This design comes from an exercise in tuning for small area, a short achievable clock period and few clock cycles per item on the open sky130 flow, not from production work. Function was checked by simulation only, so behaviour that the tests miss may differ from the original. Power and IR drop assume default switching activity.

rev 12:
Design conv_requant_packer, start of the top module:
module conv_requant_packer #(
  parameter int DATA_WIDTH = 8,
  parameter int ACC_WIDTH  = 32,
  parameter int BUS_WIDTH  = 128,
  parameter int ADDR_WIDTH = 18
) (
  input  logic                  clk,
  input  logic                  rst,
  input  logic                  start,
  input  logic [ADDR_WIDTH-1:0] cfg_base_addr,
  input  logic [15:0]           cfg_scale,
  input  logic [4:0]            cfg_shift,
  input  logic [1:0]            cfg_act_mode,
  input  logic [DATA_WIDTH-1:0] cfg_clip_max,
  output logic                  busy,
  output logic                  done,
  input  logic                  in_valid,
  output logic                  in_ready,
  input  logic [ACC_WIDTH-1:0]  in_acc,
  input  logic [ACC_WIDTH-1:0]  in_bias,
  input  logic                  in_last,
  output logic                  out_valid,
  input  logic                  out_ready,
  output logic [ADDR_WIDTH-1:0] out_addr,
  output logic [BUS_WIDTH-1:0]  out_data,
  output logic                  out_last,
  output logic [15:0]           sat_count
);
For scale: about 2,700 cells after synthesis, about 350 flip-flops, ~28,000 um2 of cells after synthesis.
Settings: LEC_CHECK=0, ABC_AREA=1, CAP_MARGIN=20, CORE_MARGIN=2, CORE_UTILIZATION=40, GPL_ROUTABILITY_DRIVEN=0, SETUP_SLACK_MARGIN=3.8, SLEW_MARGIN=20, SYNTH_HIERARCHICAL=1, SYNTH_MINIMUM_KEEP_SIZE=0; clock period 7.5 ns.
standard.sh (not shown) runs the stock make flow with config.mk's settings and CLKGATE_MAP_FILE= SYNTH_SCRIPT=/design/flow/synth_recipe.tcl, a recipe that flattens the netlist after the stock synthesis.
==> flow/flow/run.sh <==
#!/bin/bash
set -euo pipefail
export BUFFER_PORTS_ARGS="-buffer_cell sky130_fd_sc_hd__buf_1"
bash standard.sh "BUFFER_PORTS_ARGS=$BUFFER_PORTS_ARGS" finish > flow_make.log 2>&1
Testbench counts of rev 12, summed over its fixed seeds: cycles 9,487, items 9,247.
What rev 13 does differently from rev 12 at the input level:
--- a/flow/design.v
+++ b/flow/design.v
@@ -1479,35 +1479,29 @@
   assign cp_c[42] = cp_G64;
   assign cp_c[43] = cp_G86;
   assign cp_c[44] = cp_G54;
   assign cp_c[45] = cp_G87;
   assign cp_c[46] = cp_G65;
   assign cp_c[47] = cp_G88;
   assign cp_c[48] = cp_G47;
   assign cp_s = cp_p ^ cp_c[47:0];
   logic [PROD_W-1:0] p;
   logic [PROD_W:0]   p2;
-  logic [24:0]       sh16;
-  logic [16:0]       sh8;
-  logic [12:0]       sh4;
-  logic [10:0]       sh2;
+  logic [PROD_W:0]   win;
   logic [39:0]       hmask;
   logic              hi_ok;
   logic [9:0]        t10;
   always_comb begin
     p     = cp_s;
     p2    = {p, 1'b0};
-    sh16  = cfg_shift_q[4] ? p2[40:16] : p2[24:0];
-    sh8   = cfg_shift_q[3] ? sh16[24:8] : sh16[16:0];
-    sh4   = cfg_shift_q[2] ? sh8[16:4]  : sh8[12:0];
-    sh2   = cfg_shift_q[1] ? sh4[12:2]  : sh4[10:0];
-    t10   = cfg_shift_q[0] ? sh2[10:1]  : sh2[9:0];
+    win   = p2 >> cfg_shift_q;
+    t10   = win[9:0];
     for (int i = 0; i < 40; i++) hmask[i] = (i >= 32'(cfg_shift_q));
     hi_ok = ~|((p[PROD_W-1:8] ^ {40{p[PROD_W-1]}}) & hmask);
   end
   logic [10:0]       u;
   logic              sat;
   logic signed [7:0] q_val, act_val;
   logic [7:0]        zbyte;
   always_comb begin
     u   = {s3_t_q[9], s3_t_q} + 11'd1;
     sat = ~s3_hi_q | (u[10] != u[9]) | (u[9] != u[8]);
## What came out
No stage failed in rev 13, and the final checks on the layout all came back clean.
[compare] base=rev 12 new=rev 13: post-layout minimum cycle time decreased by 0.080 ns relative to the old numbers; power in sequential cells decreased by about 2% relative to the old numbers; fraction of layout instances using a drive strength above 1 decreased by 3.0 points relative to the old numbers; share of power burned in combinational logic increased by 1.3 points relative to the old numbers; worst setup slack increased by 0.080 ns relative to the old numbers.
Comparing rev 12 and rev 13, share of the core filled with cells is lower on rev 13.
Looking only at cell area after technology mapping, and setting everything else aside, the higher value of rev 12 and rev 13 goes to rev 13.
Rev 13 has sequential fraction of total cell area below what rev 12 had.
Diff rev 12 -> rev 13: required time of the worst setup path decreased 0.13 ns, worst hold slack across all endpoints has remained practically unchanged.
Compared with rev 12, rev 13 shows total power draw higher by 1.8%.
Compared to rev 12, rev 13 has cell area after placement about 2.3% higher.
Compared to rev 12, the routing of rev 13 uses less wire.
Testbench counts of rev 13, summed over its fixed seeds: cycles 9,487, items 9,247.


conv_requant_packer, a different RTL version from the one above (not shown whole).
Size in the first run: ~2600 cells after synthesis, ~350 flip-flops, about 290 I/O pins, roughly 0.027 sq mm of cells after synthesis.
==> flow/config.mk <==
export PLATFORM = sky130hd
export DESIGN_NAME = conv_requant_packer
export DESIGN_NICKNAME = conv_requant_packer
export VERILOG_FILES = /design/flow/design.v
export SDC_FILE = /design/flow/constraint.sdc
export NUM_CORES = 4
export LEC_CHECK = 0
export ABC_AREA = 1
export CAP_MARGIN = 20
export CORE_MARGIN = 2
export CORE_UTILIZATION = 40
export GPL_ROUTABILITY_DRIVEN = 0
export SETUP_SLACK_MARGIN = 3.9
export SLEW_MARGIN = 20
export SYNTH_HIERARCHICAL = 1
export SYNTH_MINIMUM_KEEP_SIZE = 0
==> flow/constraint.sdc <==
create_clock -name core_clock -period 7.5 [get_ports {clk}]
set_input_delay 1.5000 -clock core_clock [delete_from_list [all_inputs] [get_ports {clk}]]
set_output_delay 1.5000 -clock core_clock [all_outputs]
set_load 0.01 [all_outputs]
Scripts as last shown in full above: flow/flow/run.sh
Testbench counts at the start, summed over its fixed seeds: cycles 9,487, items 9,247.
Change:
--- a/flow/design.v
+++ b/flow/design.v
@@ -1483,39 +1483,23 @@
   assign cp_c[46] = cp_G65;
   assign cp_c[47] = cp_G88;
   assign cp_c[48] = cp_G47;
   assign cp_s = cp_p ^ cp_c[47:0];
   logic [PROD_W-1:0] p;
   logic [PROD_W:0]   p2;
-  logic [24:0]       sh16;
-  logic [16:0]       sh8;
-  logic [12:0]       sh4;
-  logic [10:0]       sh2;
-  logic [39:0]       dd;
-  logic [23:0]       o16;
-  logic [15:0]       o8;
-  logic [11:0]       o4;
-  logic [9:0]        o2;
-  logic [8:0]        o1;
+  logic [PROD_W:0]   win;
+  logic [39:0]       hmask;
   logic              hi_ok;
   logic [9:0]        t10;
   always_comb begin
     p     = cp_s;
     p2    = {p, 1'b0};
-    sh16  = cfg_shift_q[4] ? p2[40:16] : p2[24:0];
-    sh8   = cfg_shift_q[3] ? sh16[24:8] : sh16[16:0];
-    sh4   = cfg_shift_q[2] ? sh8[16:4]  : sh8[12:0];
-    sh2   = cfg_shift_q[1] ? sh4[12:2]  : sh4[10:0];
-    t10   = cfg_shift_q[0] ? sh2[10:1]  : sh2[9:0];
-    dd    = p[PROD_W-1:8] ^ {40{p[PROD_W-1]}};
-    o16   = cfg_shift_q[4] ? dd[39:16] : {8'd0, dd[15] | (|dd[39:16]), dd[14:0]};
-    o8    = cfg_shift_q[3] ? o16[23:8] : {8'd0, o16[7] | (|o16[23:8]), o16[6:0]};
-    o4    = cfg_shift_q[2] ? o8[15:4]  : {8'd0, o8[3] | (|o8[15:4]), o8[2:0]};
-    o2    = cfg_shift_q[1] ? o4[11:2]  : {8'd0, o4[1] | (|o4[11:2]), o4[0]};
-    o1    = cfg_shift_q[0] ? o2[9:1]   : {8'd0, o2[0] | (|o2[9:1])};
-    hi_ok = ~|o1;
+    win   = p2 >> cfg_shift_q;
+    t10   = win[9:0];
+    for (int i = 0; i < 40; i++) hmask[i] = (i >= 32'(cfg_shift_q));
+    hi_ok = ~|((p[PROD_W-1:8] ^ {40{p[PROD_W-1]}}) & hmask);
   end
   logic [10:0]       u;
   logic              sat;
   logic signed [7:0] q_val, act_val;
   logic [7:0]        zbyte;
   always_comb begin
@@ -1529,19 +1513,12 @@
       if (cfg_mode_q == 2'b10 && act_val > cfg_clip_q) act_val = cfg_clip_q;
     end
   end
   assign wr        = s3_valid_q & adv;
   assign word_done = (idx_q == IDX_W'(LANES - 1)) | s3_last_q;
   assign zbyte     = (idx_q == '0) ? 8'd0 : act_val;
-  logic [ADDR_WIDTH-1:0] addr_inc;
-  logic [ADDR_WIDTH:0]   addr_c;
-  assign addr_c[0] = 1'b1;
-  for (genvar i = 0; i < ADDR_WIDTH; i++) begin : g_addr_inc
-    assign addr_inc[i] = addr_q[i] ^ addr_c[i];
-    assign addr_c[i+1] = addr_q[i] & addr_c[i];
-  end
   always_ff @(posedge clk) begin
     if (rst) begin
       busy_q      <= 1'b0;
       run_q       <= 1'b0;
       s1_valid_q  <= 1'b0;
       s2_valid_q  <= 1'b0;
@@ -1576,13 +1553,13 @@
       cfg_top_q   <= cfg_scale[15];
       cfg_shift_q <= cfg_shift;
       cfg_mode_q  <= cfg_act_mode;
       cfg_clip_q  <= cfg_clip_max;
     end
     if (start_ok)    addr_q <= cfg_base_addr;
-    else if (out_hs) addr_q <= addr_inc;
+    else if (out_hs) addr_q <= addr_q + ADDR_WIDTH'(1);
     if (adv) begin
       s1_bn_q   <= ~acc_sat;
       s1_last_q <= in_last;
       s2_a_q    <= ma;
       s2_c_q    <= mb;
       s2_last_q <= s1_last_q;
@@ -1595,23 +1572,17 @@
     if (wr && idx_q == '0) word_q[DATA_WIDTH-1:0] <= act_val;
     for (int l = 1; l < LANES; l++) begin
       if (wr && (idx_q == IDX_W'(l) || idx_q == '0))
         word_q[l*DATA_WIDTH +: DATA_WIDTH] <= zbyte;
     end
   end
-  logic [15:0] sat_cnt_q, sat_inc;
-  logic [16:0] sat_c;
-  assign sat_c[0] = 1'b1;
-  for (genvar i = 0; i < 16; i++) begin : g_sat_inc
-    assign sat_inc[i]  = sat_cnt_q[i] ^ sat_c[i];
-    assign sat_c[i+1]  = sat_cnt_q[i] & sat_c[i];
-  end
+  logic [15:0] sat_cnt_q;
   always_ff @(posedge clk) begin
     if (rst)                                          sat_cnt_q <= '0;
     else if (start_ok)                                sat_cnt_q <= '0;
-    else if (wr && sat && !sat_c[16]) sat_cnt_q <= sat_inc;   
+    else if (wr && sat && sat_cnt_q != 16'hFFFF) sat_cnt_q <= sat_cnt_q + 16'd1;
   end
   assign sat_count = sat_cnt_q;
 endmodule
 module rq_fa (input logic a, b, c, output logic s, co);
   assign s  = a ^ b ^ c;
   assign co = (a & b) | (a & c) | (b & c);
After rerunning: Hold slack gets worse by 0.021 ns. Routed wire length came out higher by 6.1%. Via count increases by 8.6%. Sequential share of layout area drops by 1.3 points. Die area came out higher by 5.1%. Synthesized area is higher by 5.2%. Setup slack gains 0.0083 ns. Core utilization decreases by 0.38 points. Design area is higher by 4.0%. Critical path depth came out higher by 2. Non-clock buffer count came out lower by 8.
Testbench counts after the change, summed over its fixed seeds: cycles 9,487, items 9,247.

## what the ideal ports hide
Ports are ideal in the flow. The routed layouts listed here were re-timed in OpenROAD.
Step 1 (the two cells are an assumption about what drives the block):
set clk [get_ports {clk}]
set_driving_cell -lib_cell sky130_fd_sc_hd__clkbuf_16 $clk
set_driving_cell -lib_cell sky130_fd_sc_hd__buf_2 [delete_from_list [all_inputs] $clk]
Step 2 also shifts input and output timing later by t, the mid clock arrival at the registers, as if the neighbouring blocks saw the same clock.
Slacks: ideal ports / drivers / drivers and shift; pairs: ideal ports / drivers.
run	t (ns)	setup WS [ns]	worst slew at a driven data input, ns	cell pins on the clock port's net
rev 12	0.636	3.797 / 3.797 / 3.477	0.07	1
rev 13	0.627	3.877 / 3.877 / 3.474	0.08	1
the first run of note 2	0.615	3.939 / 3.917 / 3.577	0.07	1
the second run of note 2	0.641	3.947 / 3.938 / 3.487	0.08	1
After both steps every run listed still meets setup and hold. For the second run of note 2, which loses most, drivers alone change the setup slack by -0.009 ns; drivers and shift together by -0.460 ns.
